This is an optimization exercise on Yosys and OpenROAD, whose aim is small area, not a production implementation. At most, simulation tests tie the RTL to the original design; equivalence was not proved. Power figures rest on the tool's default switching activity, not on a simulated workload.

==> flow/design.v <==
package ctw_pkg;
	localparam int TIMER_COUNT = 16;
	localparam int REM_W       = 16;   
	localparam int ENT_W       = 4 + REM_W;
	typedef enum logic [1:0] {
		OP_SCHED = 2'd0,
		OP_STOP  = 2'd1,
		OP_TICK  = 2'd2,
		OP_NONE  = 2'd3
	} op_t;
	typedef enum logic [1:0] {
		KIND_SCHED      = 2'd0,
		KIND_STOP       = 2'd1,
		KIND_FIRED      = 2'd2,
		KIND_IDLE_TICK  = 2'd3
	} kind_t;
	typedef enum logic [2:0] {
		ST_CLR,
		ST_IDLE,
		ST_SCHP,
		ST_SCANW,
		ST_SCAN,    
		ST_SCAN1,   
		ST_EMIT,
		ST_DEC
	} state_t;
endpackage
module ctw_mem (
	input  logic                      clk,
	input  logic [ctw_pkg::ENT_W-1:0] wr_data,
	output logic [ctw_pkg::ENT_W-1:0] rd_data,
	output logic [ctw_pkg::ENT_W-1:0] rd_next
);
	localparam int W = ctw_pkg::ENT_W;
	localparam int N = ctw_pkg::TIMER_COUNT;
	logic [W*N-1:0] ring_q;
	always_ff @(posedge clk) begin
		ring_q <= {wr_data, ring_q[W*N-1:W]};
	end
	assign rd_data = ring_q[W-1:0];
	assign rd_next = ring_q[2*W-1:W];
endmodule
module callout_timer_wheel (
	input  logic        clk,
	input  logic        arst_n,
	input  logic        s_axis_tvalid,
	output logic        s_axis_tready,
	input  logic [23:0] s_axis_tdata,   
	input  logic [1:0]  s_axis_tuser,   
	output logic        m_axis_tvalid,
	input  logic        m_axis_tready,
	output logic [39:0] m_axis_tdata,   
	output logic [1:0]  m_axis_tuser,   
	output logic        m_axis_tlast
);
	localparam int RW = ctw_pkg::REM_W;
	ctw_pkg::state_t state_q, state_d;
	logic [3:0]      cnt_q;
	logic            sh_q;            
	logic [15:0]     tlo_q;           
	logic [15:0]     thi_q;           
	logic            cy_q;            
	logic            found_q, multi_q;
	logic [ctw_pkg::ENT_W-1:0] rd_ent, rd_nxt, wr_ent;
	logic [3:0]      t_id;
	logic [RW-1:0]   t_rem;
	logic [3:0]      w_id;
	logic [RW-1:0]   w_rem;
	logic [1:0]      in_op;
	logic [3:0]      in_id;
	logic [15:0]     in_delay;
	logic [15:0]     delay_eff;
	logic            hit;             
	logic            pend;
	logic            due;
	logic            last_pos;
	logic            out_free;
	logic            sched_pass;      
	logic            tick_pass;       
	logic            add_b, add_ci, add_s, add_co;
	logic [15:0]     hi_inc;
	logic            load;            
	logic [1:0]      ld_kind;
	logic            capture;         
	logic            f_dec;           
	logic            f_clr;           
	logic            f_shift;         
	logic            f_new;           
	logic            out_valid_q;
	logic [1:0]      out_kind_q;
	logic [3:0]      out_id_q;
	logic            out_pend_q;
	logic [15:0]     out_lo_q;
	assign in_op     = s_axis_tuser;
	assign in_id     = s_axis_tdata[3:0];
	assign in_delay  = s_axis_tdata[19:4];
	assign delay_eff = {in_delay[15:1], in_delay[0] | (in_delay == 16'd0)};
	ctw_mem u_mem (
		.clk     (clk),
		.wr_data (wr_ent),
		.rd_data (rd_ent),
		.rd_next (rd_nxt)
	);
	assign {t_id, t_rem} = rd_ent;
	assign wr_ent        = {w_id, w_rem};
	assign hit      = (t_id == in_id);
	assign pend     = (t_rem != '0);
	assign due      = (t_rem == RW'(1));
	assign last_pos = (cnt_q == 4'd15);
	assign out_free = !out_valid_q || m_axis_tready;
	assign sched_pass = (state_q == ctw_pkg::ST_SCHP);
	assign tick_pass  = (state_q == ctw_pkg::ST_SCAN1);
	assign add_b  = sched_pass && delay_eff[cnt_q];
	assign add_ci = (cnt_q == 4'd0) ? tick_pass : cy_q;
	assign add_s  = tlo_q[0] ^ add_b ^ add_ci;
	assign add_co = (tlo_q[0] & add_b) | (add_ci & (tlo_q[0] ^ add_b));
	logic [16:0] inc_c, dec_b;
	logic [RW-1:0] rem_dec;
	assign inc_c[0] = (tick_pass && last_pos) ? add_co : cy_q;
	assign dec_b[0] = pend && f_dec;    
	for (genvar i = 0; i < 16; i++) begin : g_arith
		assign hi_inc[i]  = thi_q[i] ^ inc_c[i];
		assign inc_c[i+1] = thi_q[i] & inc_c[i];
		assign rem_dec[i] = t_rem[i] ^ dec_b[i];
		assign dec_b[i+1] = !t_rem[i] & dec_b[i];
	end
	always_comb begin
		state_d       = state_q;
		s_axis_tready = 1'b0;
		f_dec         = 1'b0;
		f_clr         = 1'b0;
		f_shift       = 1'b0;
		f_new         = 1'b0;
		load          = 1'b0;
		ld_kind       = ctw_pkg::KIND_SCHED;
		capture       = 1'b0;
		case (state_q)
			ctw_pkg::ST_CLR: begin
				f_clr = 1'b1;
				if (last_pos) state_d = ctw_pkg::ST_IDLE;
			end
			ctw_pkg::ST_IDLE: begin
				if (s_axis_tvalid) begin
					case (in_op)
						ctw_pkg::OP_SCHED: begin
							if (last_pos && !out_valid_q) state_d = ctw_pkg::ST_SCHP;
						end
						ctw_pkg::OP_STOP: begin
							if (hit && out_free) begin
								s_axis_tready = 1'b1;
								load          = 1'b1;
								ld_kind       = ctw_pkg::KIND_STOP;
								capture       = 1'b1;
								f_clr         = 1'b1;
							end
						end
						ctw_pkg::OP_TICK: begin
							if (last_pos && !out_valid_q) begin
								s_axis_tready = 1'b1;
								state_d       = ctw_pkg::ST_SCAN1;
							end
						end
						default: s_axis_tready = 1'b1;
					endcase
				end
			end
			ctw_pkg::ST_SCHP: begin
				if (!sh_q && hit) capture = 1'b1;
				if (last_pos) begin
					f_new         = 1'b1;
					s_axis_tready = 1'b1;
					load          = 1'b1;
					state_d       = ctw_pkg::ST_IDLE;
				end else if (sh_q || hit) begin
					f_shift = 1'b1;
				end
			end
			ctw_pkg::ST_SCANW: begin
				if (last_pos && !out_valid_q) state_d = ctw_pkg::ST_SCAN;
			end
			ctw_pkg::ST_SCAN, ctw_pkg::ST_SCAN1: begin
				if (due && !found_q) begin
					capture = 1'b1;
					f_dec   = 1'b1;
				end
				if (last_pos) state_d = ctw_pkg::ST_EMIT;
			end
			ctw_pkg::ST_EMIT: begin
				load    = 1'b1;
				ld_kind = found_q ? ctw_pkg::KIND_FIRED : ctw_pkg::KIND_IDLE_TICK;
				if (found_q && multi_q) begin
					state_d = ctw_pkg::ST_SCANW;
				end else begin
					state_d = ctw_pkg::ST_DEC;
					f_dec   = 1'b1;
				end
			end
			default: begin  
				f_dec = 1'b1;
				if (last_pos) state_d = ctw_pkg::ST_IDLE;
			end
		endcase
	end
	always_comb begin
		if (f_shift) begin
			{w_id, w_rem} = rd_nxt;
		end else if (f_new) begin
			w_id  = in_id;
			w_rem = delay_eff;
		end else begin
			w_id  = (state_q == ctw_pkg::ST_CLR) ? cnt_q : t_id;
			w_rem = rem_dec & {RW{!f_clr}};
		end
	end
	always_ff @(posedge clk or negedge arst_n) begin
		if (!arst_n) begin
			state_q <= ctw_pkg::ST_CLR;
			cnt_q   <= 4'd0;
			sh_q    <= 1'b0;
		end else begin
			state_q <= state_d;
			cnt_q   <= cnt_q + 4'd1;
			if (sched_pass) sh_q <= !last_pos && (sh_q || hit);
		end
	end
	always_ff @(posedge clk) begin
		tlo_q <= {tick_pass ? add_s : (tlo_q[0] && (state_q != ctw_pkg::ST_CLR)), tlo_q[15:1]};
		if (sched_pass || tick_pass) begin
			out_lo_q <= {add_s, out_lo_q[15:1]};
			cy_q     <= add_co && !(tick_pass && last_pos);
		end
		if (state_q == ctw_pkg::ST_CLR) begin
			thi_q <= 16'd0;
		end else if (tick_pass && last_pos) begin
			thi_q <= hi_inc;
		end
		if (last_pos && !out_valid_q && (state_q == ctw_pkg::ST_IDLE || state_q == ctw_pkg::ST_SCANW)) begin
			found_q <= 1'b0;
			multi_q <= 1'b0;
		end else if ((state_q == ctw_pkg::ST_SCAN || state_q == ctw_pkg::ST_SCAN1) && due) begin
			found_q <= 1'b1;
			if (found_q) multi_q <= 1'b1;
		end
	end
	always_ff @(posedge clk or negedge arst_n) begin
		if (!arst_n) begin
			out_valid_q <= 1'b0;
		end else if (load) begin
			out_valid_q <= 1'b1;
		end else if (m_axis_tready) begin
			out_valid_q <= 1'b0;
		end
	end
	always_ff @(posedge clk) begin
		if (load) out_kind_q <= ld_kind;
		if (capture) begin
			out_id_q   <= t_id;
			out_pend_q <= pend;
		end
	end
	assign m_axis_tvalid = out_valid_q;
	assign m_axis_tdata  = {3'b000,
		{hi_inc, out_lo_q} & {32{!out_kind_q[0]}},
		out_pend_q & !out_kind_q[1],
		out_id_q & {4{!(&out_kind_q)}}};
	assign m_axis_tuser  = out_kind_q;
	assign m_axis_tlast  = !((out_kind_q == ctw_pkg::KIND_FIRED) && multi_q);
endmodule
==> flow/config.mk <==
export PLATFORM = sky130hd
export DESIGN_NAME = callout_timer_wheel
export DESIGN_NICKNAME = callout_timer_wheel
export VERILOG_FILES = /design/flow/design.v
export SDC_FILE = /design/flow/constraint.sdc
export NUM_CORES = 4
export LEC_CHECK = 0
export CAP_MARGIN = 20
export CORE_MARGIN = 2
export CORE_UTILIZATION = 70
export SLEW_MARGIN = 20
==> flow/constraint.sdc <==
create_clock -name core_clock -period 5.0 [get_ports {clk}]
set_input_delay 1.0000 -clock core_clock [delete_from_list [all_inputs] [get_ports {clk}]]
set_output_delay 1.0000 -clock core_clock [all_outputs]
set_load 0.01 [all_outputs]
standard.sh (not shown) runs the stock make flow with config.mk's settings and CLKGATE_MAP_FILE= SYNTH_SCRIPT=/design/flow/synth_recipe.tcl, a recipe that flattens the netlist after the stock synthesis.
==> flow/flow/run.sh <==
#!/bin/bash
# Layout with the standard flow (standard.sh), changing only:
#  - synthesis: synth_recipe.tcl with the procs in synth_tweaks.tcl (adders
#    left to ABC, ABC's default area mapping);
#  - port buffers: the smallest buffer;
#  - clock tree: larger sink clusters, no dummy loads.
# Each tool's output is in orfs/logs/; make's own output in flow.log.
set -euo pipefail
W=$(cd "$(dirname "${BASH_SOURCE[0]}")/.." && pwd)
{ head -n 1 "$W/synth_recipe.tcl"; cat "$W/flow/synth_tweaks.tcl"; tail -n +2 "$W/synth_recipe.tcl"; } > "$W/my_synth.tcl"
export BUFFER_PORTS_ARGS="-buffer_cell sky130_fd_sc_hd__buf_1"
export CTS_ARGS="-sink_clustering_enable -repair_clock_nets -dont_use_dummy_load -sink_clustering_size 30 -sink_clustering_max_diameter 90"
cd "$W"
bash standard.sh SYNTH_SCRIPT="$W/my_synth.tcl" finish > flow.log 2>&1
==> flow/flow/synth_tweaks.tcl <==
# Changes to the standard flow's synthesis script (synth_recipe.tcl), placed after its
# first line. Registers, their names and cell types are as in the standard
# synthesis; only the mapping of the logic between them differs.

# leave adders as plain logic for ABC to map, instead of half/full adder cells
proc extract_fa {args} {}

# map the logic with ABC's default script for a cell library (area oriented)
# in place of ORFS's speed script and its delay target
proc abc {args} {
  set out {}
  set skip 0
  foreach a $args {
    if {$skip} { set skip 0; continue }
    if {$a in {-script -D -constr}} { set skip 1; continue }
    lappend out $a
  }
  yosys abc {*}$out
}
The baseline ran to the end with violations: setup timing.
==> next run, changes <==
--- a/flow/design.v
+++ b/flow/design.v
@@ -20,6 +20,5 @@
 		ST_SCHP,
 		ST_SCANW,
-		ST_SCAN,    
-		ST_SCAN1,   
+		ST_SCAN,
 		ST_EMIT,
 		ST_DEC
@@ -58,4 +57,5 @@
 	logic [3:0]      cnt_q;
 	logic            sh_q;            
+	logic            tk_q;            
 	logic [15:0]     tlo_q;           
 	logic [15:0]     thi_q;           
@@ -110,5 +110,5 @@
 	assign out_free = !out_valid_q || m_axis_tready;
 	assign sched_pass = (state_q == ctw_pkg::ST_SCHP);
-	assign tick_pass  = (state_q == ctw_pkg::ST_SCAN1);
+	assign tick_pass  = (state_q == ctw_pkg::ST_SCAN) && tk_q;
 	assign add_b  = sched_pass && delay_eff[cnt_q];
 	assign add_ci = (cnt_q == 4'd0) ? tick_pass : cy_q;
@@ -117,5 +117,5 @@
 	logic [16:0] inc_c, dec_b;
 	logic [RW-1:0] rem_dec;
-	assign inc_c[0] = (tick_pass && last_pos) ? add_co : cy_q;
+	assign inc_c[0] = cy_q;
 	assign dec_b[0] = pend && f_dec;    
 	for (genvar i = 0; i < 16; i++) begin : g_arith
@@ -158,5 +158,5 @@
 							if (last_pos && !out_valid_q) begin
 								s_axis_tready = 1'b1;
-								state_d       = ctw_pkg::ST_SCAN1;
+								state_d       = ctw_pkg::ST_SCAN;
 							end
 						end
@@ -179,5 +179,5 @@
 				if (last_pos && !out_valid_q) state_d = ctw_pkg::ST_SCAN;
 			end
-			ctw_pkg::ST_SCAN, ctw_pkg::ST_SCAN1: begin
+			ctw_pkg::ST_SCAN: begin
 				if (due && !found_q) begin
 					capture = 1'b1;
@@ -228,15 +228,22 @@
 		if (sched_pass || tick_pass) begin
 			out_lo_q <= {add_s, out_lo_q[15:1]};
-			cy_q     <= add_co && !(tick_pass && last_pos);
+			cy_q     <= add_co;
+		end else if ((state_q == ctw_pkg::ST_EMIT) && tk_q) begin
+			cy_q     <= 1'b0;
 		end
 		if (state_q == ctw_pkg::ST_CLR) begin
 			thi_q <= 16'd0;
-		end else if (tick_pass && last_pos) begin
+		end else if ((state_q == ctw_pkg::ST_EMIT) && tk_q) begin
 			thi_q <= hi_inc;
 		end
-		if (last_pos && !out_valid_q && (state_q == ctw_pkg::ST_IDLE || state_q == ctw_pkg::ST_SCANW)) begin
+		if (state_q == ctw_pkg::ST_IDLE) begin
+			tk_q <= 1'b1;
+		end else if (state_q == ctw_pkg::ST_EMIT) begin
+			tk_q <= 1'b0;
+		end
+		if (state_d == ctw_pkg::ST_SCAN && state_q != ctw_pkg::ST_SCAN) begin
 			found_q <= 1'b0;
 			multi_q <= 1'b0;
-		end else if ((state_q == ctw_pkg::ST_SCAN || state_q == ctw_pkg::ST_SCAN1) && due) begin
+		end else if ((state_q == ctw_pkg::ST_SCAN) && due) begin
 			found_q <= 1'b1;
 			if (found_q) multi_q <= 1'b1;
Outcome: The changed run went through all stages and came out clean. Final area fell by 3.1%. Worst setup slack gets better by 1.1 ns. Total power goes up by 35%. Hold slack gains 0.024 ns. Clock-buffer cell count stays the same. First-iteration DRC count drops by 15%. Sequential cell count went up by 1. Fmax is higher by 28%. Utilization came out lower by 2.5 points.
The RTL of the first run of this note was laid out without a check of its function.

[separate check: timing with driven ports]
Ports are ideal in the flow. The routed layouts listed here were re-timed in OpenROAD.
Step 1 assumes that a clkbuf_16 drives the clock port and a buf_2 every other input.
Step 2 also shifts input and output timing later by t, the mid clock arrival at the registers, as if the neighbouring blocks saw the same clock.
Three values: no drivers, after step 1, after step 2; two values: the first two.
run	shift t [ns]	setup WS [ns]	worst hold slack (ns)	worst setup path after step 2	worst data-port slew with drivers (ns)
the first run	0.538	-0.210 / -0.239 / -0.239	0.294 / 0.294 / 0.294	input to output	0.07
the second run	0.534	0.919 / 0.875 / 1.409	0.318 / 0.318 / 0.318	register to output	0.07
The setup slack of the first run, which loses most, moves by -0.029 ns with the drivers and by -0.029 ns with both steps.
